From an optimization exercise on the open Yosys and OpenROAD flow, aimed at small area; shortcuts taken in it are not production practice. Only simulation tests tie the RTL to the original design; equivalence was not proved. Power figures rest on the tool's default switching activity, not on a simulated workload. No driver is modelled on the clock port, so clocking that relies on it looks cheaper here than on a real chip.

File: config.mk
export PLATFORM = sky130hd
export DESIGN_NAME = aftabExecute
export DESIGN_NICKNAME = aftabExecute
export VERILOG_FILES = /design/flow/design.v
export SDC_FILE = /design/flow/constraint.sdc
export NUM_CORES = 4
export LEC_CHECK = 0
export CAP_MARGIN = 20
export CORE_MARGIN = 2
export CORE_UTILIZATION = 55
export PLACE_DENSITY = 0.7
export SLEW_MARGIN = 20
export SYNTH_HIERARCHICAL = 1
File: constraint.sdc
create_clock -name core_clock -period 12.0 [get_ports {clk}]
set_input_delay 2.4000 -clock core_clock [delete_from_list [all_inputs] [get_ports {clk}]]
set_output_delay 2.4000 -clock core_clock [all_outputs]
set_load 0.01 [all_outputs]
File: design.v
`timescale 1ns/1ps
module gAoi222 (
    input  logic a1, a2, b1, b2, c1, c2,
    output logic y
);
    assign y = ~((a1 & a2) | (b1 & b2) | (c1 & c2));
endmodule
module gAoi22 (
    input  logic a1, a2, b1, b2,
    output logic y
);
    assign y = ~((a1 & a2) | (b1 & b2));
endmodule
module gAoi32 (
    input  logic a1, a2, a3, b1, b2,
    output logic y
);
    assign y = ~((a1 & a2 & a3) | (b1 & b2));
endmodule
module gNand2 (
    input  logic a, b,
    output logic y
);
    assign y = ~(a & b);
endmodule
module gNand3 (
    input  logic a, b, c,
    output logic y
);
    assign y = ~(a & b & c);
endmodule
module gNand4 (
    input  logic a, b, c, d,
    output logic y
);
    assign y = ~(a & b & c & d);
endmodule
module gOr3 (
    input  logic a, b, c,
    output logic y
);
    assign y = a | b | c;
endmodule
module gNor2 (
    input  logic a, b,
    output logic y
);
    assign y = ~(a | b);
endmodule
module gInv (
    input  logic a,
    output logic y
);
    assign y = ~a;
endmodule
module gMux2i (
    input  logic s, a, b,
    output logic y
);
    assign y = ~(s ? b : a);
endmodule
module gXor2 (
    input  logic a, b,
    output logic y
);
    assign y = a ^ b;
endmodule
module gXnor2 (
    input  logic a, b,
    output logic y
);
    assign y = ~(a ^ b);
endmodule
module gO32a (
    input  logic a1, a2, a3, b1, b2,
    output logic y
);
    assign y = (a1 | a2 | a3) & (b1 | b2);
endmodule
module gAnd2 (
    input  logic a, b,
    output logic y
);
    assign y = a & b;
endmodule
module gA22o (
    input  logic a1, a2, b1, b2,
    output logic y
);
    assign y = (a1 & a2) | (b1 & b2);
endmodule
`timescale 1ns/1ps
module immGen (
    input  logic [31:7] ir,
    input  logic [1:0]  immSel,
    output logic [31:0] imm
);
    logic tI, tS, tIS, tU, tNZ;
    assign tI  = (immSel == 2'd0);
    assign tS  = (immSel == 2'd1);
    assign tIS = ~immSel[1];
    assign tU  = (immSel == 2'd2);
    assign tNZ = ~(immSel == 2'd3);
    gAnd2 u_b31 (.a(tNZ), .b(ir[31]), .y(imm[31]));
    for (genvar k = 12; k < 31; k++) begin : g_hi
        gA22o u (.a1(tU), .a2(ir[k]), .b1(tIS), .b2(ir[31]), .y(imm[k]));
    end
    for (genvar k = 5; k < 12; k++) begin : g_mid
        gAnd2 u (.a(tIS), .b(ir[k+20]), .y(imm[k]));
    end
    for (genvar k = 0; k < 5; k++) begin : g_lo
        gA22o u (.a1(tI), .a2(ir[k+20]), .b1(tS), .b2(ir[k+7]), .y(imm[k]));
    end
endmodule
`timescale 1ns/1ps
module readDecode (
    input  logic [4:0]  idx,
    output logic [31:1] sel
);
    for (genvar i = 1; i < 32; i++) begin : g_sel
        assign sel[i] = (idx == 5'(i));
    end
endmodule
module readBitImm (
    input  logic [31:1] sel,
    input  logic [31:1] d,
    input  logic        selImm,
    input  logic        selImmN,
    input  logic        imm,
    output logic        y
);
    logic [10:0] low;
    logic [2:0]  part;
    for (genvar g = 0; g < 10; g++) begin : g_aoi
        gAoi222 u (.a1(sel[3*g+1]), .a2(d[3*g+1]), .b1(sel[3*g+2]), .b2(d[3*g+2]),
                   .c1(sel[3*g+3]), .c2(d[3*g+3]), .y(low[g]));
    end
    gNand2 u_last (.a(sel[31]), .b(d[31]), .y(low[10]));
    gNand4 u_p0 (.a(low[0]), .b(low[1]), .c(low[2]), .d(low[3]), .y(part[0]));
    gNand4 u_p1 (.a(low[4]), .b(low[5]), .c(low[6]), .d(low[7]), .y(part[1]));
    gNand4 u_p2 (.a(low[8]), .b(low[9]), .c(low[10]), .d(selImmN), .y(part[2]));
    gO32a  u_y  (.a1(part[0]), .a2(part[1]), .a3(part[2]), .b1(imm), .b2(selImmN), .y(y));
endmodule
module readBitNoExtra (
    input  logic [31:1] sel,
    input  logic [31:1] d,
    output logic        y
);
    logic [10:0] low;
    logic [2:0]  part;
    for (genvar g = 0; g < 10; g++) begin : g_aoi
        gAoi222 u (.a1(sel[3*g+1]), .a2(d[3*g+1]), .b1(sel[3*g+2]), .b2(d[3*g+2]),
                   .c1(sel[3*g+3]), .c2(d[3*g+3]), .y(low[g]));
    end
    gNand2 u_last (.a(sel[31]), .b(d[31]), .y(low[10]));
    gNand4 u_p0 (.a(low[0]), .b(low[1]), .c(low[2]), .d(low[3]), .y(part[0]));
    gNand4 u_p1 (.a(low[4]), .b(low[5]), .c(low[6]), .d(low[7]), .y(part[1]));
    gNand3 u_p2 (.a(low[8]), .b(low[9]), .c(low[10]), .y(part[2]));
    gOr3   u_or (.a(part[0]), .b(part[1]), .c(part[2]), .y(y));
endmodule
`timescale 1ns/1ps
module executeUnit (
    input  logic [31:0] opA,
    input  logic [31:0] opB,
    input  logic [31:0] imm,
    input  logic        reset,
    input  logic        addSubBar,
    input  logic        compareSigned,
    input  logic [1:0]  selLogic,
    input  logic [1:0]  selShift,
    input  logic [1:0]  resultSel,
    output logic [31:0] writeData,
    output logic        lt,
    output logic        eq,
    output logic        gt
);
    logic [31:0] x;
    assign x = opA ^ opB;
    logic [31:0] sum, shr;
    logic        left;
    addSub     u_add (.a(opA), .x(x), .sub(addSubBar), .s(sum));
    comparator u_cmp (.a(opA), .b(opB), .x(x), .signedCmp(compareSigned),
                      .lt(lt), .eq(eq), .gt(gt));
    logic [4:0] sh;
    logic       fill;
    assign left = (selShift == 2'd0);
    assign sh   = opB[4:0] & {5{selShift != 2'd3}};
    assign fill = (selShift == 2'd2) & opA[31];
    logic [3:0] dA, dB;
    for (genvar k = 0; k < 4; k++) begin : g_dec
        assign dA[k] = (sh[1:0] == 2'(k));
        assign dB[k] = (sh[3:2] == 2'(k));
    end
    shiftCore  u_sh  (.a(opA), .left(left), .dA(dA), .dB(dB), .sh4(sh[4]), .fill(fill),
                      .fillN(~fill), .y(shr));
    logic tAb, tX, tSum, tShr, tShl, tImm;
    assign tAb  = ~reset & (resultSel == 2'd1) & ~selLogic[1];
    assign tX   = ~reset & (resultSel == 2'd1) & (selLogic[1] ^ selLogic[0]);
    assign tSum = ~reset & (resultSel == 2'd0);
    assign tShr = ~reset & (resultSel == 2'd2) & ~left;
    assign tShl = ~reset & (resultSel == 2'd2) & left;
    assign tImm = ~reset & (resultSel == 2'd3);
    for (genvar i = 0; i < 32; i++) begin : g_res
        resultBit u (.a(opA[i]), .b(opB[i]), .x(x[i]), .s(sum[i]), .shr(shr[i]),
                     .shl(shr[31-i]), .imm(imm[i]), .tAb(tAb), .tX(tX), .tSum(tSum),
                     .tShr(tShr), .tShl(tShl), .tImm(tImm), .y(writeData[i]));
    end
endmodule
module resultBit (
    input  logic a, b, x, s, shr, shl, imm,
    input  logic tAb, tX, tSum, tShr, tShl, tImm,
    output logic y
);
    logic y1, y2, y3;
    gAoi32  u1 (.a1(a), .a2(b), .a3(tAb), .b1(x), .b2(tX), .y(y1));
    gAoi222 u2 (.a1(tSum), .a2(s), .b1(tShr), .b2(shr), .c1(tShl), .c2(shl), .y(y2));
    gNand2  u3 (.a(tImm), .b(imm), .y(y3));
    gNand3  u4 (.a(y1), .b(y2), .c(y3), .y(y));
endmodule
module comparator (
    input  logic [31:0] a,
    input  logic [31:0] b,
    input  logic [31:0] x,
    input  logic        signedCmp,
    output logic        lt,
    output logic        eq,
    output logic        gt
);
    logic [3:0] blkLt, blkEq;
    always_comb begin
        for (int j = 0; j < 4; j++) begin
            blkLt[j] = ~a[8*j] & b[8*j];
            for (int i = 8 * j + 1; i < 8 * j + 8; i++) blkLt[j] = x[i] ? b[i] : blkLt[j];
            blkEq[j] = ~|x[8*j +: 8];
        end
    end
    logic lt10, lt32, eq10, eq32, ltu;
    assign lt10 = blkLt[1] | (blkEq[1] & blkLt[0]);
    assign lt32 = blkLt[3] | (blkEq[3] & blkLt[2]);
    assign eq10 = blkEq[1] & blkEq[0];
    assign eq32 = blkEq[3] & blkEq[2];
    assign ltu  = lt32 | (eq32 & lt10);
    assign eq = eq32 & eq10;
    assign lt = ltu ^ (signedCmp & x[31]);
    assign gt = ~lt & ~eq;
endmodule
`timescale 1ns/1ps
module addSub (
    input  logic [31:0] a,
    input  logic [31:0] x,
    input  logic        sub,
    output logic [31:0] s
);
    logic x1, x2, x3, x4, x5, x6, x7, x8, x9, x10, x11, x12;
    logic x13, x14, x15, x16, x17, x18, x19, x20, x21, x22, x23, x24;
    logic x25, x26, x27, x28, x29, x30, x31, x32, m33, i34, m35, m36;
    logic p37, m38, p39, m40, p41, m42, p43, m44, p45, m46, p47, m48;
    logic p49, m50, p51, m52, p53, m54, p55, m56, p57, m58, p59, m60;
    logic p61, m62, p63, m64, m65, p66, m67, p68, m69, p70, m71, p72;
    logic m73, p74, m75, p76, m77, m78, p79, m80, p81, m82, i83, m84;
    logic i85, m86, m87, i88, m89, i90, m91, m92, m93, i94, m95, m96;
    logic m97, m98, i99, m100, m101, i102, m103, i104, m105, m106, i107, m108;
    logic m109, m110, i111, m112, i113, m114, m115, i116, m117, m118, i119, m120;
    logic m121;
    gXor2 g1 (.a(x[0]), .b(sub), .y(x1));
    gXor2 g2 (.a(x[1]), .b(sub), .y(x2));
    gXor2 g3 (.a(x[2]), .b(sub), .y(x3));
    gXor2 g4 (.a(x[3]), .b(sub), .y(x4));
    gXor2 g5 (.a(x[4]), .b(sub), .y(x5));
    gXor2 g6 (.a(x[5]), .b(sub), .y(x6));
    gXor2 g7 (.a(x[6]), .b(sub), .y(x7));
    gXor2 g8 (.a(x[7]), .b(sub), .y(x8));
    gXor2 g9 (.a(x[8]), .b(sub), .y(x9));
    gXor2 g10 (.a(x[9]), .b(sub), .y(x10));
    gXor2 g11 (.a(x[10]), .b(sub), .y(x11));
    gXor2 g12 (.a(x[11]), .b(sub), .y(x12));
    gXor2 g13 (.a(x[12]), .b(sub), .y(x13));
    gXor2 g14 (.a(x[13]), .b(sub), .y(x14));
    gXor2 g15 (.a(x[14]), .b(sub), .y(x15));
    gXor2 g16 (.a(x[15]), .b(sub), .y(x16));
    gXor2 g17 (.a(x[16]), .b(sub), .y(x17));
    gXor2 g18 (.a(x[17]), .b(sub), .y(x18));
    gXor2 g19 (.a(x[18]), .b(sub), .y(x19));
    gXor2 g20 (.a(x[19]), .b(sub), .y(x20));
    gXor2 g21 (.a(x[20]), .b(sub), .y(x21));
    gXor2 g22 (.a(x[21]), .b(sub), .y(x22));
    gXor2 g23 (.a(x[22]), .b(sub), .y(x23));
    gXor2 g24 (.a(x[23]), .b(sub), .y(x24));
    gXor2 g25 (.a(x[24]), .b(sub), .y(x25));
    gXor2 g26 (.a(x[25]), .b(sub), .y(x26));
    gXor2 g27 (.a(x[26]), .b(sub), .y(x27));
    gXor2 g28 (.a(x[27]), .b(sub), .y(x28));
    gXor2 g29 (.a(x[28]), .b(sub), .y(x29));
    gXor2 g30 (.a(x[29]), .b(sub), .y(x30));
    gXor2 g31 (.a(x[30]), .b(sub), .y(x31));
    gXor2 g32 (.a(x[31]), .b(sub), .y(x32));
    gMux2i g33 (.s(x1), .a(a[0]), .b(sub), .y(m33));
    gInv g34 (.a(m33), .y(i34));
    gMux2i g35 (.s(x2), .a(a[1]), .b(i34), .y(m35));
    gMux2i g36 (.s(x4), .a(a[3]), .b(a[2]), .y(m36));
    gNand2 g37 (.a(x4), .b(x3), .y(p37));
    gMux2i g38 (.s(x6), .a(a[5]), .b(a[4]), .y(m38));
    gNand2 g39 (.a(x6), .b(x5), .y(p39));
    gMux2i g40 (.s(x8), .a(a[7]), .b(a[6]), .y(m40));
    gNand2 g41 (.a(x8), .b(x7), .y(p41));
    gMux2i g42 (.s(x10), .a(a[9]), .b(a[8]), .y(m42));
    gNand2 g43 (.a(x10), .b(x9), .y(p43));
    gMux2i g44 (.s(x12), .a(a[11]), .b(a[10]), .y(m44));
    gNand2 g45 (.a(x12), .b(x11), .y(p45));
    gMux2i g46 (.s(x14), .a(a[13]), .b(a[12]), .y(m46));
    gNand2 g47 (.a(x14), .b(x13), .y(p47));
    gMux2i g48 (.s(x16), .a(a[15]), .b(a[14]), .y(m48));
    gNand2 g49 (.a(x16), .b(x15), .y(p49));
    gMux2i g50 (.s(x18), .a(a[17]), .b(a[16]), .y(m50));
    gNand2 g51 (.a(x18), .b(x17), .y(p51));
    gMux2i g52 (.s(x20), .a(a[19]), .b(a[18]), .y(m52));
    gNand2 g53 (.a(x20), .b(x19), .y(p53));
    gMux2i g54 (.s(x22), .a(a[21]), .b(a[20]), .y(m54));
    gNand2 g55 (.a(x22), .b(x21), .y(p55));
    gMux2i g56 (.s(x24), .a(a[23]), .b(a[22]), .y(m56));
    gNand2 g57 (.a(x24), .b(x23), .y(p57));
    gMux2i g58 (.s(x26), .a(a[25]), .b(a[24]), .y(m58));
    gNand2 g59 (.a(x26), .b(x25), .y(p59));
    gMux2i g60 (.s(x28), .a(a[27]), .b(a[26]), .y(m60));
    gNand2 g61 (.a(x28), .b(x27), .y(p61));
    gMux2i g62 (.s(x30), .a(a[29]), .b(a[28]), .y(m62));
    gNand2 g63 (.a(x30), .b(x29), .y(p63));
    gMux2i g64 (.s(p37), .a(m35), .b(m36), .y(m64));
    gMux2i g65 (.s(p41), .a(m38), .b(m40), .y(m65));
    gNor2 g66 (.a(p41), .b(p39), .y(p66));
    gMux2i g67 (.s(p45), .a(m42), .b(m44), .y(m67));
    gNor2 g68 (.a(p45), .b(p43), .y(p68));
    gMux2i g69 (.s(p49), .a(m46), .b(m48), .y(m69));
    gNor2 g70 (.a(p49), .b(p47), .y(p70));
    gMux2i g71 (.s(p53), .a(m50), .b(m52), .y(m71));
    gNor2 g72 (.a(p53), .b(p51), .y(p72));
    gMux2i g73 (.s(p57), .a(m54), .b(m56), .y(m73));
    gNor2 g74 (.a(p57), .b(p55), .y(p74));
    gMux2i g75 (.s(p61), .a(m58), .b(m60), .y(m75));
    gNor2 g76 (.a(p61), .b(p59), .y(p76));
    gMux2i g77 (.s(p66), .a(m65), .b(m64), .y(m77));
    gMux2i g78 (.s(p70), .a(m69), .b(m67), .y(m78));
    gNand2 g79 (.a(p70), .b(p68), .y(p79));
    gMux2i g80 (.s(p74), .a(m73), .b(m71), .y(m80));
    gNand2 g81 (.a(p74), .b(p72), .y(p81));
    gMux2i g82 (.s(p79), .a(m77), .b(m78), .y(m82));
    gInv g83 (.a(m80), .y(i83));
    gMux2i g84 (.s(p81), .a(m82), .b(i83), .y(m84));
    gInv g85 (.a(m77), .y(i85));
    gMux2i g86 (.s(p68), .a(m67), .b(i85), .y(m86));
    gMux2i g87 (.s(p72), .a(m71), .b(m82), .y(m87));
    gInv g88 (.a(m84), .y(i88));
    gMux2i g89 (.s(p76), .a(m75), .b(i88), .y(m89));
    gInv g90 (.a(m38), .y(i90));
    gMux2i g91 (.s(p39), .a(m64), .b(i90), .y(m91));
    gMux2i g92 (.s(p43), .a(m77), .b(m42), .y(m92));
    gMux2i g93 (.s(p47), .a(m86), .b(m46), .y(m93));
    gInv g94 (.a(m50), .y(i94));
    gMux2i g95 (.s(p51), .a(m82), .b(i94), .y(m95));
    gMux2i g96 (.s(p55), .a(m87), .b(m54), .y(m96));
    gMux2i g97 (.s(p59), .a(m84), .b(m58), .y(m97));
    gMux2i g98 (.s(p63), .a(m89), .b(m62), .y(m98));
    gInv g99 (.a(m35), .y(i99));
    gMux2i g100 (.s(x3), .a(a[2]), .b(i99), .y(m100));
    gMux2i g101 (.s(x5), .a(a[4]), .b(m64), .y(m101));
    gInv g102 (.a(m91), .y(i102));
    gMux2i g103 (.s(x7), .a(a[6]), .b(i102), .y(m103));
    gInv g104 (.a(m77), .y(i104));
    gMux2i g105 (.s(x9), .a(a[8]), .b(i104), .y(m105));
    gMux2i g106 (.s(x11), .a(a[10]), .b(m92), .y(m106));
    gInv g107 (.a(m86), .y(i107));
    gMux2i g108 (.s(x13), .a(a[12]), .b(i107), .y(m108));
    gMux2i g109 (.s(x15), .a(a[14]), .b(m93), .y(m109));
    gMux2i g110 (.s(x17), .a(a[16]), .b(m82), .y(m110));
    gInv g111 (.a(m95), .y(i111));
    gMux2i g112 (.s(x19), .a(a[18]), .b(i111), .y(m112));
    gInv g113 (.a(m87), .y(i113));
    gMux2i g114 (.s(x21), .a(a[20]), .b(i113), .y(m114));
    gMux2i g115 (.s(x23), .a(a[22]), .b(m96), .y(m115));
    gInv g116 (.a(m84), .y(i116));
    gMux2i g117 (.s(x25), .a(a[24]), .b(i116), .y(m117));
    gMux2i g118 (.s(x27), .a(a[26]), .b(m97), .y(m118));
    gInv g119 (.a(m89), .y(i119));
    gMux2i g120 (.s(x29), .a(a[28]), .b(i119), .y(m120));
    gMux2i g121 (.s(x31), .a(a[30]), .b(m98), .y(m121));
    gXor2 g122 (.a(x1), .b(sub), .y(s[0]));
    gXnor2 g123 (.a(x2), .b(m33), .y(s[1]));
    gXnor2 g124 (.a(x3), .b(m35), .y(s[2]));
    gXnor2 g125 (.a(x4), .b(m100), .y(s[3]));
    gXor2 g126 (.a(x5), .b(m64), .y(s[4]));
    gXnor2 g127 (.a(x6), .b(m101), .y(s[5]));
    gXnor2 g128 (.a(x7), .b(m91), .y(s[6]));
    gXnor2 g129 (.a(x8), .b(m103), .y(s[7]));
    gXnor2 g130 (.a(x9), .b(m77), .y(s[8]));
    gXnor2 g131 (.a(x10), .b(m105), .y(s[9]));
    gXor2 g132 (.a(x11), .b(m92), .y(s[10]));
    gXnor2 g133 (.a(x12), .b(m106), .y(s[11]));
    gXnor2 g134 (.a(x13), .b(m86), .y(s[12]));
    gXnor2 g135 (.a(x14), .b(m108), .y(s[13]));
    gXor2 g136 (.a(x15), .b(m93), .y(s[14]));
    gXnor2 g137 (.a(x16), .b(m109), .y(s[15]));
    gXor2 g138 (.a(x17), .b(m82), .y(s[16]));
    gXnor2 g139 (.a(x18), .b(m110), .y(s[17]));
    gXnor2 g140 (.a(x19), .b(m95), .y(s[18]));
    gXnor2 g141 (.a(x20), .b(m112), .y(s[19]));
    gXnor2 g142 (.a(x21), .b(m87), .y(s[20]));
    gXnor2 g143 (.a(x22), .b(m114), .y(s[21]));
    gXor2 g144 (.a(x23), .b(m96), .y(s[22]));
    gXnor2 g145 (.a(x24), .b(m115), .y(s[23]));
    gXnor2 g146 (.a(x25), .b(m84), .y(s[24]));
    gXnor2 g147 (.a(x26), .b(m117), .y(s[25]));
    gXor2 g148 (.a(x27), .b(m97), .y(s[26]));
    gXnor2 g149 (.a(x28), .b(m118), .y(s[27]));
    gXnor2 g150 (.a(x29), .b(m89), .y(s[28]));
    gXnor2 g151 (.a(x30), .b(m120), .y(s[29]));
    gXor2 g152 (.a(x31), .b(m98), .y(s[30]));
    gXnor2 g153 (.a(x32), .b(m121), .y(s[31]));
endmodule
module shiftCore (
    input  logic [31:0] a,
    input  logic        left,
    input  logic [3:0]  dA,
    input  logic [3:0]  dB,
    input  logic        sh4,
    input  logic        fill,
    input  logic        fillN,
    output logic [31:0] y
);
    logic m1, m2, m3, m4, m5, m6, m7, m8, m9, m10, m11, m12;
    logic m13, m14, m15, m16, m17, m18, m19, m20, m21, m22, m23, m24;
    logic m25, m26, m27, m28, m29, m30, m31, m32, l33, l34, o35, l36;
    logic l37, o38, l39, l40, o41, l42, l43, o44, l45, l46, o47, l48;
    logic l49, o50, l51, l52, o53, l54, l55, o56, l57, l58, o59, l60;
    logic l61, o62, l63, l64, o65, l66, l67, o68, l69, l70, o71, l72;
    logic l73, o74, l75, l76, o77, l78, l79, o80, l81, l82, o83, l84;
    logic l85, o86, l87, l88, o89, l90, l91, o92, l93, l94, o95, l96;
    logic l97, o98, l99, l100, o101, l102, l103, o104, l105, l106, o107, l108;
    logic l109, o110, l111, l112, o113, l114, l115, o116, l117, l118, o119, l120;
    logic l121, o122, l123, l124, o125, l126, l127, o128, l129, l130, o131, l132;
    logic l133, o134, l135, l136, o137, l138, l139, o140, l141, l142, o143, l144;
    logic l145, o146, l147, l148, o149, l150, l151, o152, l153, l154, o155, l156;
    logic l157, o158, l159, l160, o161, l162, l163, o164, l165, l166, o167, l168;
    logic l169, o170, l171, l172, o173, l174, l175, o176, l177, l178, o179, l180;
    logic l181, o182, l183, l184, o185, l186, l187, o188, l189, l190, o191, l192;
    logic l193, o194, l195, l196, o197, l198, l199, o200, l201, l202, o203, l204;
    logic l205, o206, l207, l208, o209, l210, l211, o212, l213, l214, o215, l216;
    logic l217, o218, l219, l220, o221, l222, l223, o224;
    gMux2i g1 (.s(left), .a(a[0]), .b(a[31]), .y(m1));
    gMux2i g2 (.s(left), .a(a[1]), .b(a[30]), .y(m2));
    gMux2i g3 (.s(left), .a(a[2]), .b(a[29]), .y(m3));
    gMux2i g4 (.s(left), .a(a[3]), .b(a[28]), .y(m4));
    gMux2i g5 (.s(left), .a(a[4]), .b(a[27]), .y(m5));
    gMux2i g6 (.s(left), .a(a[5]), .b(a[26]), .y(m6));
    gMux2i g7 (.s(left), .a(a[6]), .b(a[25]), .y(m7));
    gMux2i g8 (.s(left), .a(a[7]), .b(a[24]), .y(m8));
    gMux2i g9 (.s(left), .a(a[8]), .b(a[23]), .y(m9));
    gMux2i g10 (.s(left), .a(a[9]), .b(a[22]), .y(m10));
    gMux2i g11 (.s(left), .a(a[10]), .b(a[21]), .y(m11));
    gMux2i g12 (.s(left), .a(a[11]), .b(a[20]), .y(m12));
    gMux2i g13 (.s(left), .a(a[12]), .b(a[19]), .y(m13));
    gMux2i g14 (.s(left), .a(a[13]), .b(a[18]), .y(m14));
    gMux2i g15 (.s(left), .a(a[14]), .b(a[17]), .y(m15));
    gMux2i g16 (.s(left), .a(a[15]), .b(a[16]), .y(m16));
    gMux2i g17 (.s(left), .a(a[16]), .b(a[15]), .y(m17));
    gMux2i g18 (.s(left), .a(a[17]), .b(a[14]), .y(m18));
    gMux2i g19 (.s(left), .a(a[18]), .b(a[13]), .y(m19));
    gMux2i g20 (.s(left), .a(a[19]), .b(a[12]), .y(m20));
    gMux2i g21 (.s(left), .a(a[20]), .b(a[11]), .y(m21));
    gMux2i g22 (.s(left), .a(a[21]), .b(a[10]), .y(m22));
    gMux2i g23 (.s(left), .a(a[22]), .b(a[9]), .y(m23));
    gMux2i g24 (.s(left), .a(a[23]), .b(a[8]), .y(m24));
    gMux2i g25 (.s(left), .a(a[24]), .b(a[7]), .y(m25));
    gMux2i g26 (.s(left), .a(a[25]), .b(a[6]), .y(m26));
    gMux2i g27 (.s(left), .a(a[26]), .b(a[5]), .y(m27));
    gMux2i g28 (.s(left), .a(a[27]), .b(a[4]), .y(m28));
    gMux2i g29 (.s(left), .a(a[28]), .b(a[3]), .y(m29));
    gMux2i g30 (.s(left), .a(a[29]), .b(a[2]), .y(m30));
    gMux2i g31 (.s(left), .a(a[30]), .b(a[1]), .y(m31));
    gMux2i g32 (.s(left), .a(a[31]), .b(a[0]), .y(m32));
    gAoi222 g33 (.a1(dA[0]), .a2(m1), .b1(dA[1]), .b2(m2), .c1(dA[2]), .c2(m3), .y(l33));
    gNand2 g34 (.a(dA[3]), .b(m4), .y(l34));
    gNand2 g35 (.a(l33), .b(l34), .y(o35));
    gAoi222 g36 (.a1(dA[0]), .a2(m2), .b1(dA[1]), .b2(m3), .c1(dA[2]), .c2(m4), .y(l36));
    gNand2 g37 (.a(dA[3]), .b(m5), .y(l37));
    gNand2 g38 (.a(l36), .b(l37), .y(o38));
    gAoi222 g39 (.a1(dA[0]), .a2(m3), .b1(dA[1]), .b2(m4), .c1(dA[2]), .c2(m5), .y(l39));
    gNand2 g40 (.a(dA[3]), .b(m6), .y(l40));
    gNand2 g41 (.a(l39), .b(l40), .y(o41));
    gAoi222 g42 (.a1(dA[0]), .a2(m4), .b1(dA[1]), .b2(m5), .c1(dA[2]), .c2(m6), .y(l42));
    gNand2 g43 (.a(dA[3]), .b(m7), .y(l43));
    gNand2 g44 (.a(l42), .b(l43), .y(o44));
    gAoi222 g45 (.a1(dA[0]), .a2(m5), .b1(dA[1]), .b2(m6), .c1(dA[2]), .c2(m7), .y(l45));
    gNand2 g46 (.a(dA[3]), .b(m8), .y(l46));
    gNand2 g47 (.a(l45), .b(l46), .y(o47));
    gAoi222 g48 (.a1(dA[0]), .a2(m6), .b1(dA[1]), .b2(m7), .c1(dA[2]), .c2(m8), .y(l48));
    gNand2 g49 (.a(dA[3]), .b(m9), .y(l49));
    gNand2 g50 (.a(l48), .b(l49), .y(o50));
    gAoi222 g51 (.a1(dA[0]), .a2(m7), .b1(dA[1]), .b2(m8), .c1(dA[2]), .c2(m9), .y(l51));
    gNand2 g52 (.a(dA[3]), .b(m10), .y(l52));
    gNand2 g53 (.a(l51), .b(l52), .y(o53));
    gAoi222 g54 (.a1(dA[0]), .a2(m8), .b1(dA[1]), .b2(m9), .c1(dA[2]), .c2(m10), .y(l54));
    gNand2 g55 (.a(dA[3]), .b(m11), .y(l55));
    gNand2 g56 (.a(l54), .b(l55), .y(o56));
    gAoi222 g57 (.a1(dA[0]), .a2(m9), .b1(dA[1]), .b2(m10), .c1(dA[2]), .c2(m11), .y(l57));
    gNand2 g58 (.a(dA[3]), .b(m12), .y(l58));
    gNand2 g59 (.a(l57), .b(l58), .y(o59));
    gAoi222 g60 (.a1(dA[0]), .a2(m10), .b1(dA[1]), .b2(m11), .c1(dA[2]), .c2(m12), .y(l60));
    gNand2 g61 (.a(dA[3]), .b(m13), .y(l61));
    gNand2 g62 (.a(l60), .b(l61), .y(o62));
    gAoi222 g63 (.a1(dA[0]), .a2(m11), .b1(dA[1]), .b2(m12), .c1(dA[2]), .c2(m13), .y(l63));
    gNand2 g64 (.a(dA[3]), .b(m14), .y(l64));
    gNand2 g65 (.a(l63), .b(l64), .y(o65));
    gAoi222 g66 (.a1(dA[0]), .a2(m12), .b1(dA[1]), .b2(m13), .c1(dA[2]), .c2(m14), .y(l66));
    gNand2 g67 (.a(dA[3]), .b(m15), .y(l67));
    gNand2 g68 (.a(l66), .b(l67), .y(o68));
    gAoi222 g69 (.a1(dA[0]), .a2(m13), .b1(dA[1]), .b2(m14), .c1(dA[2]), .c2(m15), .y(l69));
    gNand2 g70 (.a(dA[3]), .b(m16), .y(l70));
    gNand2 g71 (.a(l69), .b(l70), .y(o71));
    gAoi222 g72 (.a1(dA[0]), .a2(m14), .b1(dA[1]), .b2(m15), .c1(dA[2]), .c2(m16), .y(l72));
    gNand2 g73 (.a(dA[3]), .b(m17), .y(l73));
    gNand2 g74 (.a(l72), .b(l73), .y(o74));
    gAoi222 g75 (.a1(dA[0]), .a2(m15), .b1(dA[1]), .b2(m16), .c1(dA[2]), .c2(m17), .y(l75));
    gNand2 g76 (.a(dA[3]), .b(m18), .y(l76));
    gNand2 g77 (.a(l75), .b(l76), .y(o77));
    gAoi222 g78 (.a1(dA[0]), .a2(m16), .b1(dA[1]), .b2(m17), .c1(dA[2]), .c2(m18), .y(l78));
    gNand2 g79 (.a(dA[3]), .b(m19), .y(l79));
    gNand2 g80 (.a(l78), .b(l79), .y(o80));
    gAoi222 g81 (.a1(dA[0]), .a2(m17), .b1(dA[1]), .b2(m18), .c1(dA[2]), .c2(m19), .y(l81));
    gNand2 g82 (.a(dA[3]), .b(m20), .y(l82));
    gNand2 g83 (.a(l81), .b(l82), .y(o83));
    gAoi222 g84 (.a1(dA[0]), .a2(m18), .b1(dA[1]), .b2(m19), .c1(dA[2]), .c2(m20), .y(l84));
    gNand2 g85 (.a(dA[3]), .b(m21), .y(l85));
    gNand2 g86 (.a(l84), .b(l85), .y(o86));
    gAoi222 g87 (.a1(dA[0]), .a2(m19), .b1(dA[1]), .b2(m20), .c1(dA[2]), .c2(m21), .y(l87));
    gNand2 g88 (.a(dA[3]), .b(m22), .y(l88));
    gNand2 g89 (.a(l87), .b(l88), .y(o89));
    gAoi222 g90 (.a1(dA[0]), .a2(m20), .b1(dA[1]), .b2(m21), .c1(dA[2]), .c2(m22), .y(l90));
    gNand2 g91 (.a(dA[3]), .b(m23), .y(l91));
    gNand2 g92 (.a(l90), .b(l91), .y(o92));
    gAoi222 g93 (.a1(dA[0]), .a2(m21), .b1(dA[1]), .b2(m22), .c1(dA[2]), .c2(m23), .y(l93));
    gNand2 g94 (.a(dA[3]), .b(m24), .y(l94));
    gNand2 g95 (.a(l93), .b(l94), .y(o95));
    gAoi222 g96 (.a1(dA[0]), .a2(m22), .b1(dA[1]), .b2(m23), .c1(dA[2]), .c2(m24), .y(l96));
    gNand2 g97 (.a(dA[3]), .b(m25), .y(l97));
    gNand2 g98 (.a(l96), .b(l97), .y(o98));
    gAoi222 g99 (.a1(dA[0]), .a2(m23), .b1(dA[1]), .b2(m24), .c1(dA[2]), .c2(m25), .y(l99));
    gNand2 g100 (.a(dA[3]), .b(m26), .y(l100));
    gNand2 g101 (.a(l99), .b(l100), .y(o101));
    gAoi222 g102 (.a1(dA[0]), .a2(m24), .b1(dA[1]), .b2(m25), .c1(dA[2]), .c2(m26), .y(l102));
    gNand2 g103 (.a(dA[3]), .b(m27), .y(l103));
    gNand2 g104 (.a(l102), .b(l103), .y(o104));
    gAoi222 g105 (.a1(dA[0]), .a2(m25), .b1(dA[1]), .b2(m26), .c1(dA[2]), .c2(m27), .y(l105));
    gNand2 g106 (.a(dA[3]), .b(m28), .y(l106));
    gNand2 g107 (.a(l105), .b(l106), .y(o107));
    gAoi222 g108 (.a1(dA[0]), .a2(m26), .b1(dA[1]), .b2(m27), .c1(dA[2]), .c2(m28), .y(l108));
    gNand2 g109 (.a(dA[3]), .b(m29), .y(l109));
    gNand2 g110 (.a(l108), .b(l109), .y(o110));
    gAoi222 g111 (.a1(dA[0]), .a2(m27), .b1(dA[1]), .b2(m28), .c1(dA[2]), .c2(m29), .y(l111));
    gNand2 g112 (.a(dA[3]), .b(m30), .y(l112));
    gNand2 g113 (.a(l111), .b(l112), .y(o113));
    gAoi222 g114 (.a1(dA[0]), .a2(m28), .b1(dA[1]), .b2(m29), .c1(dA[2]), .c2(m30), .y(l114));
    gNand2 g115 (.a(dA[3]), .b(m31), .y(l115));
    gNand2 g116 (.a(l114), .b(l115), .y(o116));
    gAoi222 g117 (.a1(dA[0]), .a2(m29), .b1(dA[1]), .b2(m30), .c1(dA[2]), .c2(m31), .y(l117));
    gNand2 g118 (.a(dA[3]), .b(m32), .y(l118));
    gNand2 g119 (.a(l117), .b(l118), .y(o119));
    gAoi222 g120 (.a1(dA[0]), .a2(m30), .b1(dA[1]), .b2(m31), .c1(dA[2]), .c2(m32), .y(l120));
    gNand2 g121 (.a(dA[3]), .b(fillN), .y(l121));
    gNand2 g122 (.a(l120), .b(l121), .y(o122));
    gAoi222 g123 (.a1(dA[0]), .a2(m31), .b1(dA[1]), .b2(m32), .c1(dA[2]), .c2(fillN), .y(l123));
    gNand2 g124 (.a(dA[3]), .b(fillN), .y(l124));
    gNand2 g125 (.a(l123), .b(l124), .y(o125));
    gAoi222 g126 (.a1(dA[0]), .a2(m32), .b1(dA[1]), .b2(fillN), .c1(dA[2]), .c2(fillN), .y(l126));
    gNand2 g127 (.a(dA[3]), .b(fillN), .y(l127));
    gNand2 g128 (.a(l126), .b(l127), .y(o128));
    gAoi222 g129 (.a1(dB[0]), .a2(o35), .b1(dB[1]), .b2(o47), .c1(dB[2]), .c2(o59), .y(l129));
    gNand2 g130 (.a(dB[3]), .b(o71), .y(l130));
    gNand2 g131 (.a(l129), .b(l130), .y(o131));
    gAoi222 g132 (.a1(dB[0]), .a2(o38), .b1(dB[1]), .b2(o50), .c1(dB[2]), .c2(o62), .y(l132));
    gNand2 g133 (.a(dB[3]), .b(o74), .y(l133));
    gNand2 g134 (.a(l132), .b(l133), .y(o134));
    gAoi222 g135 (.a1(dB[0]), .a2(o41), .b1(dB[1]), .b2(o53), .c1(dB[2]), .c2(o65), .y(l135));
    gNand2 g136 (.a(dB[3]), .b(o77), .y(l136));
    gNand2 g137 (.a(l135), .b(l136), .y(o137));
    gAoi222 g138 (.a1(dB[0]), .a2(o44), .b1(dB[1]), .b2(o56), .c1(dB[2]), .c2(o68), .y(l138));
    gNand2 g139 (.a(dB[3]), .b(o80), .y(l139));
    gNand2 g140 (.a(l138), .b(l139), .y(o140));
    gAoi222 g141 (.a1(dB[0]), .a2(o47), .b1(dB[1]), .b2(o59), .c1(dB[2]), .c2(o71), .y(l141));
    gNand2 g142 (.a(dB[3]), .b(o83), .y(l142));
    gNand2 g143 (.a(l141), .b(l142), .y(o143));
    gAoi222 g144 (.a1(dB[0]), .a2(o50), .b1(dB[1]), .b2(o62), .c1(dB[2]), .c2(o74), .y(l144));
    gNand2 g145 (.a(dB[3]), .b(o86), .y(l145));
    gNand2 g146 (.a(l144), .b(l145), .y(o146));
    gAoi222 g147 (.a1(dB[0]), .a2(o53), .b1(dB[1]), .b2(o65), .c1(dB[2]), .c2(o77), .y(l147));
    gNand2 g148 (.a(dB[3]), .b(o89), .y(l148));
    gNand2 g149 (.a(l147), .b(l148), .y(o149));
    gAoi222 g150 (.a1(dB[0]), .a2(o56), .b1(dB[1]), .b2(o68), .c1(dB[2]), .c2(o80), .y(l150));
    gNand2 g151 (.a(dB[3]), .b(o92), .y(l151));
    gNand2 g152 (.a(l150), .b(l151), .y(o152));
    gAoi222 g153 (.a1(dB[0]), .a2(o59), .b1(dB[1]), .b2(o71), .c1(dB[2]), .c2(o83), .y(l153));
    gNand2 g154 (.a(dB[3]), .b(o95), .y(l154));
    gNand2 g155 (.a(l153), .b(l154), .y(o155));
    gAoi222 g156 (.a1(dB[0]), .a2(o62), .b1(dB[1]), .b2(o74), .c1(dB[2]), .c2(o86), .y(l156));
    gNand2 g157 (.a(dB[3]), .b(o98), .y(l157));
    gNand2 g158 (.a(l156), .b(l157), .y(o158));
    gAoi222 g159 (.a1(dB[0]), .a2(o65), .b1(dB[1]), .b2(o77), .c1(dB[2]), .c2(o89), .y(l159));
    gNand2 g160 (.a(dB[3]), .b(o101), .y(l160));
    gNand2 g161 (.a(l159), .b(l160), .y(o161));
    gAoi222 g162 (.a1(dB[0]), .a2(o68), .b1(dB[1]), .b2(o80), .c1(dB[2]), .c2(o92), .y(l162));
    gNand2 g163 (.a(dB[3]), .b(o104), .y(l163));
    gNand2 g164 (.a(l162), .b(l163), .y(o164));
    gAoi222 g165 (.a1(dB[0]), .a2(o71), .b1(dB[1]), .b2(o83), .c1(dB[2]), .c2(o95), .y(l165));
    gNand2 g166 (.a(dB[3]), .b(o107), .y(l166));
    gNand2 g167 (.a(l165), .b(l166), .y(o167));
    gAoi222 g168 (.a1(dB[0]), .a2(o74), .b1(dB[1]), .b2(o86), .c1(dB[2]), .c2(o98), .y(l168));
    gNand2 g169 (.a(dB[3]), .b(o110), .y(l169));
    gNand2 g170 (.a(l168), .b(l169), .y(o170));
    gAoi222 g171 (.a1(dB[0]), .a2(o77), .b1(dB[1]), .b2(o89), .c1(dB[2]), .c2(o101), .y(l171));
    gNand2 g172 (.a(dB[3]), .b(o113), .y(l172));
    gNand2 g173 (.a(l171), .b(l172), .y(o173));
    gAoi222 g174 (.a1(dB[0]), .a2(o80), .b1(dB[1]), .b2(o92), .c1(dB[2]), .c2(o104), .y(l174));
    gNand2 g175 (.a(dB[3]), .b(o116), .y(l175));
    gNand2 g176 (.a(l174), .b(l175), .y(o176));
    gAoi222 g177 (.a1(dB[0]), .a2(o83), .b1(dB[1]), .b2(o95), .c1(dB[2]), .c2(o107), .y(l177));
    gNand2 g178 (.a(dB[3]), .b(o119), .y(l178));
    gNand2 g179 (.a(l177), .b(l178), .y(o179));
    gAoi222 g180 (.a1(dB[0]), .a2(o86), .b1(dB[1]), .b2(o98), .c1(dB[2]), .c2(o110), .y(l180));
    gNand2 g181 (.a(dB[3]), .b(o122), .y(l181));
    gNand2 g182 (.a(l180), .b(l181), .y(o182));
    gAoi222 g183 (.a1(dB[0]), .a2(o89), .b1(dB[1]), .b2(o101), .c1(dB[2]), .c2(o113), .y(l183));
    gNand2 g184 (.a(dB[3]), .b(o125), .y(l184));
    gNand2 g185 (.a(l183), .b(l184), .y(o185));
    gAoi222 g186 (.a1(dB[0]), .a2(o92), .b1(dB[1]), .b2(o104), .c1(dB[2]), .c2(o116), .y(l186));
    gNand2 g187 (.a(dB[3]), .b(o128), .y(l187));
    gNand2 g188 (.a(l186), .b(l187), .y(o188));
    gAoi222 g189 (.a1(dB[0]), .a2(o95), .b1(dB[1]), .b2(o107), .c1(dB[2]), .c2(o119), .y(l189));
    gNand2 g190 (.a(dB[3]), .b(fillN), .y(l190));
    gNand2 g191 (.a(l189), .b(l190), .y(o191));
    gAoi222 g192 (.a1(dB[0]), .a2(o98), .b1(dB[1]), .b2(o110), .c1(dB[2]), .c2(o122), .y(l192));
    gNand2 g193 (.a(dB[3]), .b(fillN), .y(l193));
    gNand2 g194 (.a(l192), .b(l193), .y(o194));
    gAoi222 g195 (.a1(dB[0]), .a2(o101), .b1(dB[1]), .b2(o113), .c1(dB[2]), .c2(o125), .y(l195));
    gNand2 g196 (.a(dB[3]), .b(fillN), .y(l196));
    gNand2 g197 (.a(l195), .b(l196), .y(o197));
    gAoi222 g198 (.a1(dB[0]), .a2(o104), .b1(dB[1]), .b2(o116), .c1(dB[2]), .c2(o128), .y(l198));
    gNand2 g199 (.a(dB[3]), .b(fillN), .y(l199));
    gNand2 g200 (.a(l198), .b(l199), .y(o200));
    gAoi222 g201 (.a1(dB[0]), .a2(o107), .b1(dB[1]), .b2(o119), .c1(dB[2]), .c2(fillN), .y(l201));
    gNand2 g202 (.a(dB[3]), .b(fillN), .y(l202));
    gNand2 g203 (.a(l201), .b(l202), .y(o203));
    gAoi222 g204 (.a1(dB[0]), .a2(o110), .b1(dB[1]), .b2(o122), .c1(dB[2]), .c2(fillN), .y(l204));
    gNand2 g205 (.a(dB[3]), .b(fillN), .y(l205));
    gNand2 g206 (.a(l204), .b(l205), .y(o206));
    gAoi222 g207 (.a1(dB[0]), .a2(o113), .b1(dB[1]), .b2(o125), .c1(dB[2]), .c2(fillN), .y(l207));
    gNand2 g208 (.a(dB[3]), .b(fillN), .y(l208));
    gNand2 g209 (.a(l207), .b(l208), .y(o209));
    gAoi222 g210 (.a1(dB[0]), .a2(o116), .b1(dB[1]), .b2(o128), .c1(dB[2]), .c2(fillN), .y(l210));
    gNand2 g211 (.a(dB[3]), .b(fillN), .y(l211));
    gNand2 g212 (.a(l210), .b(l211), .y(o212));
    gAoi222 g213 (.a1(dB[0]), .a2(o119), .b1(dB[1]), .b2(fillN), .c1(dB[2]), .c2(fillN), .y(l213));
    gNand2 g214 (.a(dB[3]), .b(fillN), .y(l214));
    gNand2 g215 (.a(l213), .b(l214), .y(o215));
    gAoi222 g216 (.a1(dB[0]), .a2(o122), .b1(dB[1]), .b2(fillN), .c1(dB[2]), .c2(fillN), .y(l216));
    gNand2 g217 (.a(dB[3]), .b(fillN), .y(l217));
    gNand2 g218 (.a(l216), .b(l217), .y(o218));
    gAoi222 g219 (.a1(dB[0]), .a2(o125), .b1(dB[1]), .b2(fillN), .c1(dB[2]), .c2(fillN), .y(l219));
    gNand2 g220 (.a(dB[3]), .b(fillN), .y(l220));
    gNand2 g221 (.a(l219), .b(l220), .y(o221));
    gAoi222 g222 (.a1(dB[0]), .a2(o128), .b1(dB[1]), .b2(fillN), .c1(dB[2]), .c2(fillN), .y(l222));
    gNand2 g223 (.a(dB[3]), .b(fillN), .y(l223));
    gNand2 g224 (.a(l222), .b(l223), .y(o224));
    gMux2i g225 (.s(sh4), .a(o131), .b(o179), .y(y[0]));
    gMux2i g226 (.s(sh4), .a(o134), .b(o182), .y(y[1]));
    gMux2i g227 (.s(sh4), .a(o137), .b(o185), .y(y[2]));
    gMux2i g228 (.s(sh4), .a(o140), .b(o188), .y(y[3]));
    gMux2i g229 (.s(sh4), .a(o143), .b(o191), .y(y[4]));
    gMux2i g230 (.s(sh4), .a(o146), .b(o194), .y(y[5]));
    gMux2i g231 (.s(sh4), .a(o149), .b(o197), .y(y[6]));
    gMux2i g232 (.s(sh4), .a(o152), .b(o200), .y(y[7]));
    gMux2i g233 (.s(sh4), .a(o155), .b(o203), .y(y[8]));
    gMux2i g234 (.s(sh4), .a(o158), .b(o206), .y(y[9]));
    gMux2i g235 (.s(sh4), .a(o161), .b(o209), .y(y[10]));
    gMux2i g236 (.s(sh4), .a(o164), .b(o212), .y(y[11]));
    gMux2i g237 (.s(sh4), .a(o167), .b(o215), .y(y[12]));
    gMux2i g238 (.s(sh4), .a(o170), .b(o218), .y(y[13]));
    gMux2i g239 (.s(sh4), .a(o173), .b(o221), .y(y[14]));
    gMux2i g240 (.s(sh4), .a(o176), .b(o224), .y(y[15]));
    gMux2i g241 (.s(sh4), .a(o179), .b(fillN), .y(y[16]));
    gMux2i g242 (.s(sh4), .a(o182), .b(fillN), .y(y[17]));
    gMux2i g243 (.s(sh4), .a(o185), .b(fillN), .y(y[18]));
    gMux2i g244 (.s(sh4), .a(o188), .b(fillN), .y(y[19]));
    gMux2i g245 (.s(sh4), .a(o191), .b(fillN), .y(y[20]));
    gMux2i g246 (.s(sh4), .a(o194), .b(fillN), .y(y[21]));
    gMux2i g247 (.s(sh4), .a(o197), .b(fillN), .y(y[22]));
    gMux2i g248 (.s(sh4), .a(o200), .b(fillN), .y(y[23]));
    gMux2i g249 (.s(sh4), .a(o203), .b(fillN), .y(y[24]));
    gMux2i g250 (.s(sh4), .a(o206), .b(fillN), .y(y[25]));
    gMux2i g251 (.s(sh4), .a(o209), .b(fillN), .y(y[26]));
    gMux2i g252 (.s(sh4), .a(o212), .b(fillN), .y(y[27]));
    gMux2i g253 (.s(sh4), .a(o215), .b(fillN), .y(y[28]));
    gMux2i g254 (.s(sh4), .a(o218), .b(fillN), .y(y[29]));
    gMux2i g255 (.s(sh4), .a(o221), .b(fillN), .y(y[30]));
    gMux2i g256 (.s(sh4), .a(o224), .b(fillN), .y(y[31]));
endmodule
`timescale 1ns/1ps
module aftabExecute (
    input  logic        clk,
    input  logic        reset,
    input  logic        ldIR,
    input  logic        writeRegFile,
    input  logic        selImm,
    input  logic        addSubBar,
    input  logic        compareSigned,
    input  logic [31:0] instrIn,
    input  logic [1:0]  immSel,
    input  logic [1:0]  selLogic,
    input  logic [1:0]  selShift,
    input  logic [1:0]  resultSel,
    output logic [31:0] writeData,
    output logic        lt,
    output logic        eq,
    output logic        gt
);
    logic [31:7] ir;
    always_ff @(posedge clk) begin
        if (reset | ldIR) ir <= instrIn[31:7] & {25{~reset}};
    end
    logic [31:1][31:0] rf;
    for (genvar i = 1; i < 32; i++) begin : g_reg
        logic en;
        assign en = reset | (writeRegFile & (ir[11:7] == 5'(i)));
        always_ff @(posedge clk) begin
            if (en) rf[i] <= writeData;
        end
    end
    logic [31:0] imm, opA, opB;
    logic [31:1] selA, selB;
    immGen u_imm (.ir(ir[31:7]), .immSel(immSel), .imm(imm));
    readDecode u_decA (.idx(ir[19:15]), .sel(selA));
    readDecode u_decB (.idx(ir[24:20]), .sel(selB));
    for (genvar b = 0; b < 32; b++) begin : g_read
        logic [31:1] col;
        for (genvar i = 1; i < 32; i++) begin : g_col
            assign col[i] = rf[i][b];
        end
        readBitNoExtra u_a (.sel(selA), .d(col), .y(opA[b]));
        readBitImm     u_b (.sel(selB), .d(col), .selImm(selImm), .selImmN(~selImm), .imm(imm[b]), .y(opB[b]));
    end
    executeUnit u_exe (
        .opA(opA), .opB(opB), .imm(imm),
        .reset(reset), .addSubBar(addSubBar), .compareSigned(compareSigned),
        .selLogic(selLogic), .selShift(selShift), .resultSel(resultSel),
        .writeData(writeData), .lt(lt), .eq(eq), .gt(gt)
    );
endmodule
File: flow/run.sh
#!/bin/bash
# The standard layout (standard.sh: the standard flow's synthesis and ORFS steps), with two changes:
# the port buffers are buf_2 cells instead of delay cells, and clock tree synthesis
# uses larger sink clusters and inserts no dummy loads.
set -euo pipefail
bash standard.sh \
  "BUFFER_PORTS_ARGS=-buffer_cell sky130_fd_sc_hd__buf_2" \
  "CTS_ARGS=-sink_clustering_enable -repair_clock_nets -dont_use_dummy_load -sink_clustering_size 30 -sink_clustering_max_diameter 100 -buf_list {sky130_fd_sc_hd__clkbuf_8 sky130_fd_sc_hd__clkbuf_16}" \
  finish > standard.log 2>&1
File: standard.sh
#!/bin/bash
# synth_recipe.tcl (not shown) runs the flow's synth.tcl, then flattens the netlist and writes it again
# the make line also repeats each setting of config.mk as NAME=value (left out here)
make -C /OpenROAD-flow-scripts/flow DESIGN_CONFIG=/design/flow/config.mk WORK_HOME=/design/flow/orfs CLKGATE_MAP_FILE= SYNTH_SCRIPT=/design/flow/synth_recipe.tcl "${@:-finish}"
==> impl_metrics.ini, run 1 <==
[synthesis]
ys_warn_count = 8
netlist_instances = 2855
avgSynthCellArea_um2 = 15.73
syn_area_um2 = 44900
synthesis.nets = 2902

[sta]
clock_skew_ns = 0.1155
timing.fmax_mhz = 86.68
finalCritPeriodShare_pct = 96.14
max_slew_margin_pct = 22.41
rsz0062_at_grt = false
finalSetupViolCount = 0
final_hold_viol_count = 0
finalCriticalPeriod_ns = 11.54
layout_setup_ws_ns = 0.4632
slew_viol_final = 0
worst_pin_slew_ns = 1.164
tns_ns = 0

[worst_setup_path]
worstPathCellList = nand2b_1, nor2_2, buf_4, a222oi_1, nand4_1, o32a_1, xor2_1, xor2_1, mux2i_1, inv_1, mux2i_1, mux2i_1, mux2i_1, mux2i_1, mux2i_1, buf_4, inv_1, mux2i_1, mux2i_1, mux2i_1, xnor2_1, a222oi_1, nand3_1, buf_2
cpMostUsedCell = mux2i_1
worst-path-max-fanout = 32
r2r_start = ir[24]
worst_path_max_delay_cell = edfxtp_1
cp-start-kind = register
cp_num_buf_inv = 5
required_ns = 9.60
reg2reg_slack_ns = 3.04
slowest_delay_ns = 0.69
worst_setup_path_end_kind = output pin
crit_family = multiplexers
criticalPathCategory = register to output pin
critPathArrivalTime_ns = 9.14
r2r_end = rf[831]
reg2reg_depth = 24

[route]
ant_nets = 0
via_per_inst = 8.693
drc = 0
wl_per_cell_um = 42.89
first_pass_iters = 14
wirelength_mm = 179.3
vias = 36338
drt_iter0_markers = 10382

[placed_design]
dp_slack_ns = 1.008
port_buffers = 74
post-dp-hpwl_mm = 110.2
place_congestion = 1.018

[cts]
cts_sinks = 1017
cts_setup_buffers = 0
cts-htree-levels = 2
cts_root_buffer = clkbuf_16
tritoncts = done
cts_hold_buf = 0
numCtsBuffers = 41
insertion_delay_ns = 0.67
cts.path.max_buffers = 3
ctsResizeCount = 0
clk_pin_slew_worst_paths_ns = 0.12

[grt]
grt_pass1_vias = 33976
grt_max_degree = 47
grt_pass1_wl_mm = 247.9
grt_usage_pct = 41.80
grt-ovfl-total = 0
grt_antenna_before_repair = 14

[floorplanning]
die_h_um = 289.7
die_area_um2 = 83930
num_rows = 104
pin_count = 82
core_area_um2 = 80680
die_x_um = 289.7
start_util_pct = 55.65

[run_status]
status = finished clean

[run]
maxCapViolCount = 0

[final_layout]
final_util_pct = 61.08
drive_gt1_share_pct = 12.79
area_growth_pct = 9.759
fin_nets = 3162

[pwr]
peakVddDrop_mv = 0.1735
power_density_nw_per_um2 = 196.1
total_power_uw = 9665
power.leakage_uw = 0.01657

[worst_hold_path]
hold_class = register to register
holdPathStages = 2
min-delay-start = ir[9]
hold_end = rf[352]
-- through the flow --
step,std cells,hold slack (ns),instance area [um2]
after floorplan,2855,1.096,44900
after global placement,4131,1.112,48200
after detailed placement,4131,1.118,48200
after CTS,4172,1.132,49230
after global routing,4173,1.166,49260
final,4180,1.163,49280
-- cell type report --
| class | count | area (um2) |
|---|---|---|
| flip-flops and latches | 1017 | 30540 |
| diodes | 7 | 17.52 |
| well taps | 1060 | 1326 |
| fillers | 6019 | 31400 |
| inverters | 26 | 97.59 |
| multi-input cells | 1797 | 14690 |
| clock buffers | 41 | 1026 |
| repair buffers | 232 | 1582 |
-- where the power goes --
group	total [uW]	internal (uW)	switching, uW
Combinational	2630	739	1890
Sequential	5380	4980	399
Clock	1660	618	1040
-- worst register-to-register path: stages (launching register included) --
cell      delay, ns
edfxtp_1       0.69
nand2b_1       0.57
nor2_2         0.04
buf_4          0.33
a222oi_1       0.51
nand4_1        0.40
o32a_1         0.66
xor2_1         0.34
xor2_1         0.27
mux2i_1        0.29
inv_1          0.07
mux2i_1        0.29
mux2i_1        0.26
mux2i_1        0.54
mux2i_1        0.33
mux2i_1        0.41
buf_4          0.22
inv_1          0.04
mux2i_1        0.49
mux2i_1        0.23
mux2i_1        0.22
xnor2_1        0.10
a222oi_1       0.42
nand3_1        0.47
buf_4          0.41
-- routing by layer --
metal / wire length (um) / part of all wire [%] / GRT usage (%)
met1: 57460 / 32 / 54.57
met2: 74490 / 42 / 60.05
met3: 32700 / 18 / 15.07
met4: 14550 / 8.1 / 25.37
met5: 87 / 0.049 / 0.05682
-- flip-flops by register name, indices dropped and copies added, names as in the netlist --
name  flops
rf      992
ir       25
-- placed cells by master, fill, tap and decap left out, types with 35 or more instances in the layout --
master and n:
nand4_1 162, nor2_2 49, clkbuf_16 41, nand3_1 67, edfxtp_1 1017, nand2_1 254
buf_2 74, mux2i_1 118, a222oi_1 736, buf_4 156, xor2_1 72, or3_1 35
-- how the worst max path moves through the flow --
stage	startpoint	to	slack, ns	depth (start not counted)
after detailed placement	immSel[1]	writeData[31]	1.01	22
after global placement	selImm	writeData[31]	1.05	22
after global routing	ir[24]	writeData[31]	0.38	24
after CTS	ir[22]	writeData[31]	0.87	23
final	ir[24]	writeData[31]	0.46	24
after floorplan	selImm	writeData[31]	2.15	19
==> run 2: changes to the inputs <==
==> flow/run.sh (replaced) <==
#!/bin/bash
# The standard layout (standard.sh: the standard flow's synthesis and ORFS steps), with two changes:
# the port buffers are buf_1 cells instead of delay cells, and clock tree synthesis
# uses larger sink clusters and inserts no dummy loads.
set -euo pipefail
bash standard.sh \
  "BUFFER_PORTS_ARGS=-buffer_cell sky130_fd_sc_hd__buf_1" \
  "CTS_ARGS=-sink_clustering_enable -repair_clock_nets -dont_use_dummy_load -sink_clustering_size 30 -sink_clustering_max_diameter 100 -buf_list {sky130_fd_sc_hd__clkbuf_8 sky130_fd_sc_hd__clkbuf_16}" \
  finish > standard.log 2>&1
==> run 2 against run 1 <==
Net effect: sequential share of layout area up 0.21 points; final cell count down 0.14%; still clean; largest power group unchanged; routed wire length down 0.74%; highest routed layer unchanged; maximum frequency down 0.85%; sequential power about the same; register-to-register slack worse by 0.12 ns; synthesized area unchanged; hold slack better by 0.030 ns.
==> impl_metrics.ini, run 2 <==
[route]
first_pass_iters = 15
wl_per_cell_um = 42.64
drt_iter0_markers = 10087
ant_nets = 0
via_per_inst = 8.595
vias = 35877
wirelength_mm = 178.0
drc = 0

[floorplanning]
core_area_um2 = 80680
die_area_um2 = 83930
start_util_pct = 55.65
num_rows = 104
die_h_um = 289.7
pin_count = 82
die_x_um = 289.7

[placed_design]
post-dp-hpwl_mm = 110.9
place_area_um2 = 48080
dp_slack_ns = 0.9394
dp_cells = 4129
port_buffers = 74
place_congestion = 1.040

[cts]
tritoncts = done
cts.path.max_buffers = 3
cts_hold_buf = 0
ctsResizeCount = 0
cts_setup_buffers = 0
clk_pin_slew_worst_paths_ns = 0.11
cts_root_buffer = clkbuf_16
cts-htree-levels = 2
numCtsBuffers = 40
insertion_delay_ns = 0.64
cts_sinks = 1017

[grt]
grt_pass1_vias = 33972
grt_pass1_wl_mm = 244.8
grt-ovfl-total = 0
grt_max_degree = 57
grt_antenna_before_repair = 16
grt_usage_pct = 41.43

[pwr]
peakVddDrop_mv = 0.1520
power.leakage_uw = 0.01631
power_density_nw_per_um2 = 195.7

[final_layout]
fin_area_um2 = 49110
fin_cells = 4174
final_util_pct = 60.88
top_regs = rf (992), ir (25)
regMostFlops = rf
area_growth_pct = 9.394
fin_nets = 3159
final_common_cell = edfxtp_1
mostFrequentLayoutCells = edfxtp_1, a222oi_1, nand2_1
largest_reg_flops = 992
drive_gt1_share_pct = 10.35

[worst_setup_path]
worst-path-max-fanout = 32
reg2reg_depth = 23
criticalPathCategory = register to output pin
worst_setup_path_end_kind = output pin
critPathArrivalTime_ns = 9.24
required_ns = 9.60
cp-start-kind = register

[sta]
rsz0062_at_grt = false
finalSetupViolCount = 0
final_hold_viol_count = 0
max_slew_margin_pct = 20.23
layout_setup_ws_ns = 0.3646
tns_ns = 0
clock_skew_ns = 0.1025
slew_viol_final = 0
finalCritPeriodShare_pct = 96.96
worst_pin_slew_ns = 1.196
timing.fmax_mhz = 85.94
finalCriticalPeriod_ns = 11.64

[synthesis]
ys_warn_count = 8
netlist_instances = 2855
syn_area_um2 = 44900
avgSynthCellArea_um2 = 15.73
synthesis.nets = 2902

[worst_hold_path]
hold_class = register to register
holdPathStages = 4

[run]
maxCapViolCount = 0

[run_status]
status = finished clean
## run 2: final timing paths
| path | start | endpoint | slack [ns] |
|---|---|---|---|
| worst max-delay path | ir[23] | writeData[31] | 0.36 |
| worst min register to register | ir[26] | rf[422] | 1.19 |
| worst max register to register | ir[23] | rf[799] | 2.92 |
| worst min-delay path | ir[26] | rf[422] | 1.19 |
## run 2: routing by layer
layer | share of wire (%) | GRT usage, % | wire length [um]
met1 | 32 | 54.33 | 56490
met2 | 42 | 60.39 | 75510
met3 | 18 | 13.69 | 32330
met4 | 7.6 | 24.72 | 13530
met5 | 0.060 | 0 | 107
## run 2: cell type report
cell class / instances / area (um2)
antenna: 4 / 10.01
multi-input combinational: 1797 / 14660
clock buffer: 40 / 1001
timing repair buffer: 230 / 1481
inverter: 26 / 97.59
tap: 1060 / 1326
sequential: 1017 / 30540
fill: 6081 / 31560
## run 2: report_power, final
part	switching, uW	total, uW	internal [uW]
clock network	1010	1610	603
registers	400	5380	4980
logic	1900	2620	721
total	3300	9610	6310
## run 2: worst max-delay path: stages (launching register included)
cell and delay, ns:
edfxtp_1 0.73, nand2b_1 0.57, nor2_2 0.05, buf_4 0.32
a222oi_1 0.51, nand4_1 0.33, o32a_1 0.61, xor2_1 0.41
xor2_1 0.31, mux2i_1 0.30, inv_1 0.07, mux2i_1 0.27
mux2i_1 0.26, mux2i_1 0.51, mux2i_1 0.31, mux2i_1 0.68
inv_1 0.09, mux2i_1 0.52, mux2i_1 0.22, mux2i_1 0.23
xnor2_1 0.10, a222oi_1 0.55, nand3_1 0.38, buf_1 0.23
## run 2: per-stage QoR
step           hold WS, ns  total power [uW]
2_1_floorplan        1.096              6770
3_3_place_gp         1.184              7800
3_5_place_dp         1.196              7925
4_1_cts              1.186              9460
5_1_grt              1.244              9849
6_report             1.193              9612

[separate check: timing with driven ports]
No port has a modelled driver above. Below, the same layouts with a new extraction and two added sets of constraints.
Step 1: set_driving_cell puts a clkbuf_16 on clk and a buf_2 on each other input, an assumption about the parent block.
Step 2 times the ports against the registers' clock, not the clock port: input delays grow and output delays shrink by t, the midpoint of the rising clock arrivals with the driver on.
Three values: no drivers, after step 1, after step 2; two values: the first two.
run | t, ns | setup WS [ns] | latest minus earliest clock arrival (ns) | pins driven straight from the clock port
run 1 | 0.680 | 0.463 / 0.391 / 0.638 | 0.116 / 0.115 | 1
run 2 | 0.659 | 0.365 / 0.293 / 0.435 | 0.103 / 0.103 | 1
After both steps every run listed still meets setup and hold.
